This design comes from an exercise in tuning for small area, a short achievable clock period and few clock cycles on the open sky130 flow, not from production work. RTL that was checked went through simulation tests only; none was proved equivalent to the original. Power and IR drop assume default switching activity.

Design n_queens_backtrack_search, start of the top module:
module n_queens_backtrack_search
#(
  parameter int MAX_QUEENS = DEF_MAX_QUEENS
) (
  input  logic                   clk,
  input  logic                   rst_n,
  input  logic                   cfg_valid,
  output logic                   cfg_ready,
  input  logic [CFG_IDX_W-1:0]   cfg_index,
  input  logic [CFG_DATA_W-1:0]  cfg_data,
  input  logic                   in_tvalid,
  output logic                   in_tready,
  input  logic [IN_TDATA_W-1:0]  in_tdata,    
  output logic                   out_tvalid,
  input  logic                   out_tready,
  output logic [OUT_TDATA_W-1:0] out_tdata,
  output logic                   out_tlast
);
clock: 10.0 ns
lec_check: 0
abc_area: 1
cap_margin: 20
core_margin: 2
core_utilization: 40
setup_slack_margin: 5
slew_margin: 20
run.sh (not shown) runs the stock make flow with config.mk's settings and CLKGATE_MAP_FILE= SYNTH_SCRIPT=/design/flow/synth_recipe.tcl, a recipe that flattens the netlist after the stock synthesis.
The starting point went through all stages and came out clean.
Then changed:
--- a/flow/design.v
+++ b/flow/design.v
@@ -124,59 +124,37 @@
       if (j > 0)  free_far[j][j-1] = 1'b0;
       if (j < 15) free_far[j][j+1] = 1'b0;
       dead[j] = ~|free_far[j];
     end
   end
   assign two_c    = |(av_c & pre_c);
   assign last_col = lc_r;
   assign dskip    = !two_c && (|(av_c & dead)) && !last_col && bd_r;
-  logic [15:0] att_c0, av_c0, dead_p;
-  logic        two_p, rdead;
-  always_comb begin
-    for (int j = 0; j < 16; j++) begin
-      att_c0[j] = cm_r[j] | ((j > 0) ? ld_r[(j + 15) % 16] : 1'b0)
-                         | ((j < 15) ? rd_r[(j + 1) % 16] : 1'b0);
-    end
-  end
-  assign av_c0 = ~att_c0 & lt_n;
-  logic [15:0] free_far_p [16];
-  always_comb begin
-    for (int j = 0; j < 16; j++) begin
-      free_far_p[j] = av_c0;
-      free_far_p[j][j] = 1'b0;
-      if (j > 0)  free_far_p[j][j-1] = 1'b0;
-      if (j < 15) free_far_p[j][j+1] = 1'b0;
-      dead_p[j] = ~|free_far_p[j];
-    end
-  end
-  assign two_p = |(av_p & pre_p);
-  assign rdead = !two_p && (|(av_p & dead_p));
-  logic [7:0]  bq, base_x0, base_x1, base_r0, base_r1, base_d0, base_d1, base_d2;
+  logic [7:0]  bq, base_x0, base_x1, base_r0, base_r1, base_d0, base_d1;
   assign bq      = b_r + 8'(q);
   assign base_x0 = b_r - 8'(n_r);
   assign base_x1 = b_r - 8'({n_r, 1'b1});              
   assign base_r0 = bq - 8'(n_r);
   assign base_r1 = bq - 8'({n_r, 1'b1});
   assign base_d0 = bq - 8'({n_r, 1'b0});               
   assign base_d1 = bq - 8'(n_r) - 8'({n_r, 1'b1});     
-  assign base_d2 = bq - 8'({n_r, 2'b10});              
   assign base_x  = dskip ? base_x1 : base_x0;
   assign base_r  = dskip ? base_r1 : base_r0;
-  assign base_d  = (dskip && rdead) ? base_d2 : (dskip || rdead) ? base_d1 : base_d0;
+  assign base_d  = dskip ? base_d1 : base_d0;
   always_comb begin
     for (int j = 0; j < 16; j++) begin
       le_a[j] = !b_r[7] && ((|b_r[6:4]) || (b_r[3:0] >= 4'(j)));
     end
   end
   assign ok_c = |(av_c & le_a);
   assign mv_adv  = any_c && !dskip;
-  assign mv_repl = !mv_adv && !z0_r && any_p && !rdead;
-  assign mv_dbl  = !mv_adv && !z0_r && !z1_r && !(any_p && !rdead);
-  assign mv_exh  = !mv_adv && (z0_r || (z1_r && !(any_p && !rdead)));
+  assign mv_repl = !mv_adv && !z0_r && any_p;
+  assign mv_dbl  = !mv_adv && !z0_r && !z1_r && !any_p;
+  assign mv_exh  = !mv_adv && (z0_r || (z1_r && !any_p));
   assign w_a = b_r + {4'hf, ~f_c};
   assign w_r = base_r + {4'hf, ~f_p};                 
   assign w_d = {2'b00, base_d[5:0]} + 8'(q2);
   always_comb begin
     if (mv_adv) borrow = !ok_c;
     else if (mv_repl) borrow = w_r[7] && (w_r != 8'hff);
     else if (z0_r) borrow = base_x[7];
     else borrow = base_d[7];
Synthesized cell count shrinks by a few percent; cell area shrinks by a few percent; flip-flop and latch count stays the same; worst setup slack is better by 0.076 ns; power shrinks slightly; global-route usage shrinks by 0.54 points; final cell count shrinks by a few percent.
Testbench counts after the change, summed over its fixed seeds: cycles 172,077.
Only the layout flow was run in the first run of this note; the RTL was not checked for function there.


before:
Another version of the RTL of n_queens_backtrack_search (not shown whole).
For scale: about 270 flip-flops, about 0.017 mm² of cells after synthesis.
export LEC_CHECK = 0
export ABC_CLOCK_PERIOD_IN_PS = 4000
export CAP_MARGIN = 20
export CORE_MARGIN = 2
export CORE_UTILIZATION = 40
export SETUP_SLACK_MARGIN = 5
export SLEW_MARGIN = 20
create_clock -name core_clock -period 10.0 [get_ports {clk}]
--- input diff before..after ---
--- a/flow/design.v
+++ b/flow/design.v
@@ -34,13 +34,12 @@
   logic [4:0]    n_r;           
   logic [BW-1:0] budget_r;
   logic          idle_r, search_r, emit_r;
   logic [BW-7:0] hi_r;
   logic [7:0]    b_r;
   logic [3:0]    col_r;         
-  logic          has_q;         
   logic [4:0]    rs_r;          
   logic [3:0]    stk_r [16];    
   logic [3:0]    best_r [16];   
   logic [4:0]    depth_r;
   logic [15:0]   cm_r;          
   logic [30:0]   ld_r;          
@@ -50,22 +49,24 @@
   assign cfg_ready  = 1'b1;
   assign in_tready  = idle_r;
   assign out_tvalid = emit_r;
   logic [3:0]  q, q2, q3;
   logic [15:0] att_c, att_p, av_c, av_p;
   logic [15:0] oh_c, oh_p, oh_q, oh_q2, oh_q3, oh_qv, near_q, far_q;
+  logic        has_q;
   logic [15:0] pre_c, pre_p;
   logic [15:0] ge_rs, lt_n, gt_q, le_a, le_r;
   logic [3:0]  f_c, f_p;
   logic        any_c, any_p, ok_c;
   logic        mv_adv, mv_repl, mv_dbl, mv_exh, borrow, ok, last_col, hi_nz;
   logic [7:0]  base_x, base_r, base_d, w_a, w_r, w_d, b_nx;
   logic [BW-7:0] hi_dec;
   assign q     = stk_r[0];
   assign q2    = stk_r[1];
   assign q3    = stk_r[2];
+  assign has_q = (col_r != 4'd0);
   always_comb begin
     for (int j = 0; j < 16; j++) begin
       ge_rs[j] = (5'(j) >= rs_r);
       lt_n[j]  = (5'(j) <  n_r);
       gt_q[j]  = (4'(j) >  q);
       oh_q[j]  = (4'(j) == q);
@@ -130,33 +131,28 @@
   assign base_r1 = bq - 8'({n_r, 1'b1});
   assign base_d0 = bq - 8'({n_r, 1'b0});               
   assign base_d1 = bq - 8'(n_r) - 8'({n_r, 1'b1});     
   assign base_x  = dskip ? base_x1 : base_x0;
   assign base_r  = dskip ? base_r1 : base_r0;
   assign base_d  = dskip ? base_d1 : base_d0;
-  logic [15:0] le_r0, le_r1;
-  logic        ok_p;
-  always_comb begin
-    for (int j = 0; j < 16; j++) begin
-      le_a[j]  = !b_r[7]     && ((|b_r[6:4])     || (b_r[3:0]     >= 4'(j)));
-      le_r0[j] = !base_r0[7] && ((|base_r0[6:4]) || (base_r0[3:0] >= 4'(j)));
-      le_r1[j] = !base_r1[7] && ((|base_r1[6:4]) || (base_r1[3:0] >= 4'(j)));
+  always_comb begin
+    for (int j = 0; j < 16; j++) begin
+      le_a[j] = !b_r[7] && ((|b_r[6:4]) || (b_r[3:0] >= 4'(j)));
     end
   end
   assign ok_c = |(av_c & le_a);
-  assign ok_p = dskip ? |(av_p & le_r1) : |(av_p & le_r0);
   assign mv_adv  = any_c && !dskip;
   assign mv_repl = !mv_adv && (col_r != 4'd0) && any_p;
   assign mv_dbl  = !mv_adv && (col_r > 4'd1) && !any_p;
   assign mv_exh  = !mv_adv && ((col_r == 4'd0) || (col_r == 4'd1 && !any_p));
   assign w_a = b_r + {4'hf, ~f_c};
   assign w_r = base_r + {4'hf, ~f_p};                 
   assign w_d = {2'b00, base_d[5:0]} + 8'(q2);
   always_comb begin
     if (mv_adv) borrow = !ok_c;
-    else if (mv_repl) borrow = !ok_p;
+    else if (mv_repl) borrow = w_r[7] && (w_r != 8'hff);
     else if (col_r == 4'd0) borrow = base_x[7];
     else borrow = base_d[7];
   end
   assign hi_nz    = |hi_r;
   assign hi_dec   = hi_r - 1'b1;
   assign ok       = hi_nz | !borrow;
@@ -210,13 +206,12 @@
   end
   always_ff @(posedge clk) begin
     if (idle_r) begin
       hi_r      <= budget_r[BW-1:6];
       b_r       <= {2'b00, budget_r[5:0]} - 8'd2;
       col_r     <= 4'd1;
-      has_q     <= 1'b1;
       rs_r      <= 5'd0;
       stk_r[0]  <= 4'd0;
       cm_r      <= 16'h0000;
       ld_r      <= 31'h0000_0000;
       rd_r      <= 31'h0000_0000;
     end else begin
@@ -224,24 +219,22 @@
       if (borrow) hi_r <= hi_dec;
       if (mv_adv) begin
         stk_r[0] <= f_c;
         for (int i = 1; i < 16; i++) stk_r[i] <= stk_r[i-1];
         rs_r  <= 5'd0;
         col_r <= col_r + 4'd1;
-        has_q <= 1'b1;
         cm_r  <= cm_r | oh_qv;
         ld_r  <= {ld_r[29:0] | {14'd0, oh_qv}, 1'b0};
         rd_r  <= {1'b0, rd_r[30:1] | {oh_qv, 14'd0}};
       end else if (mv_repl) begin
         stk_r[0] <= f_p;
         rs_r <= 5'd0;
       end else begin
         for (int i = 0; i < 14; i++) stk_r[i] <= stk_r[i+2];
         rs_r  <= 5'(q2) + 5'd1;
         col_r <= col_r - 4'd2;
-        has_q <= (col_r != 4'd2);
         cm_r  <= cm_r & ~oh_q2 & ~oh_q3;
         ld_r  <= ld_dbl >> 2;
         rd_r  <= rd_dbl << 2;
       end
     end
   end
Results
The final standard cell area without fillers of after is lower than that of before. Run comparison: after worst-path cell with the longest stage delay sky130_fd_sc_hd__or4b_4; before worst-path cell with the longest stage delay sky130_fd_sc_hd__dfxtp_4. after: clock share of power 1.5 points above before. Min die area across after and before: after. From before to after the numbers moved as follows: total track usage decreased by 1.9 points relative to the old numbers; multi-input combinational cell count decreased about 8%.
No functional check of the RTL was part of any run of this note.

-- static timing again, ports no longer ideal --
Ports are ideal in the flow. The routed layouts listed here were re-timed in OpenROAD. Step 1 (the two cells are an assumption about what drives the block):
set clk [get_ports {clk}]
set_driving_cell -lib_cell sky130_fd_sc_hd__clkbuf_16 $clk
set_driving_cell -lib_cell sky130_fd_sc_hd__buf_2 [delete_from_list [all_inputs] $clk]
Step 2 times the ports against the registers' clock, not the clock port: input delays grow and output delays shrink by t, the midpoint of the rising clock arrivals with the driver on. Three values: no drivers, after step 1, after step 2; two values: the first two.
run	t, ns	slack for setup (ns)	hold WS [ns]	latest minus earliest clock arrival (ns)
the first run of note 1	0.624	4.700 / 4.641 / 5.111	0.448 / 0.448 / 0.448	0.024 / 0.024
the second run of note 1	0.619	4.777 / 4.722 / 4.999	0.451 / 0.451 / 0.451	0.013 / 0.013
before	0.631	4.915 / 4.901 / 4.915	0.467 / 0.467 / 0.467	0.021 / 0.021
after	0.635	4.205 / 4.205 / 4.205	0.460 / 0.460 / 0.460	0.047 / 0.047
After both steps setup and hold are still met in every run listed.
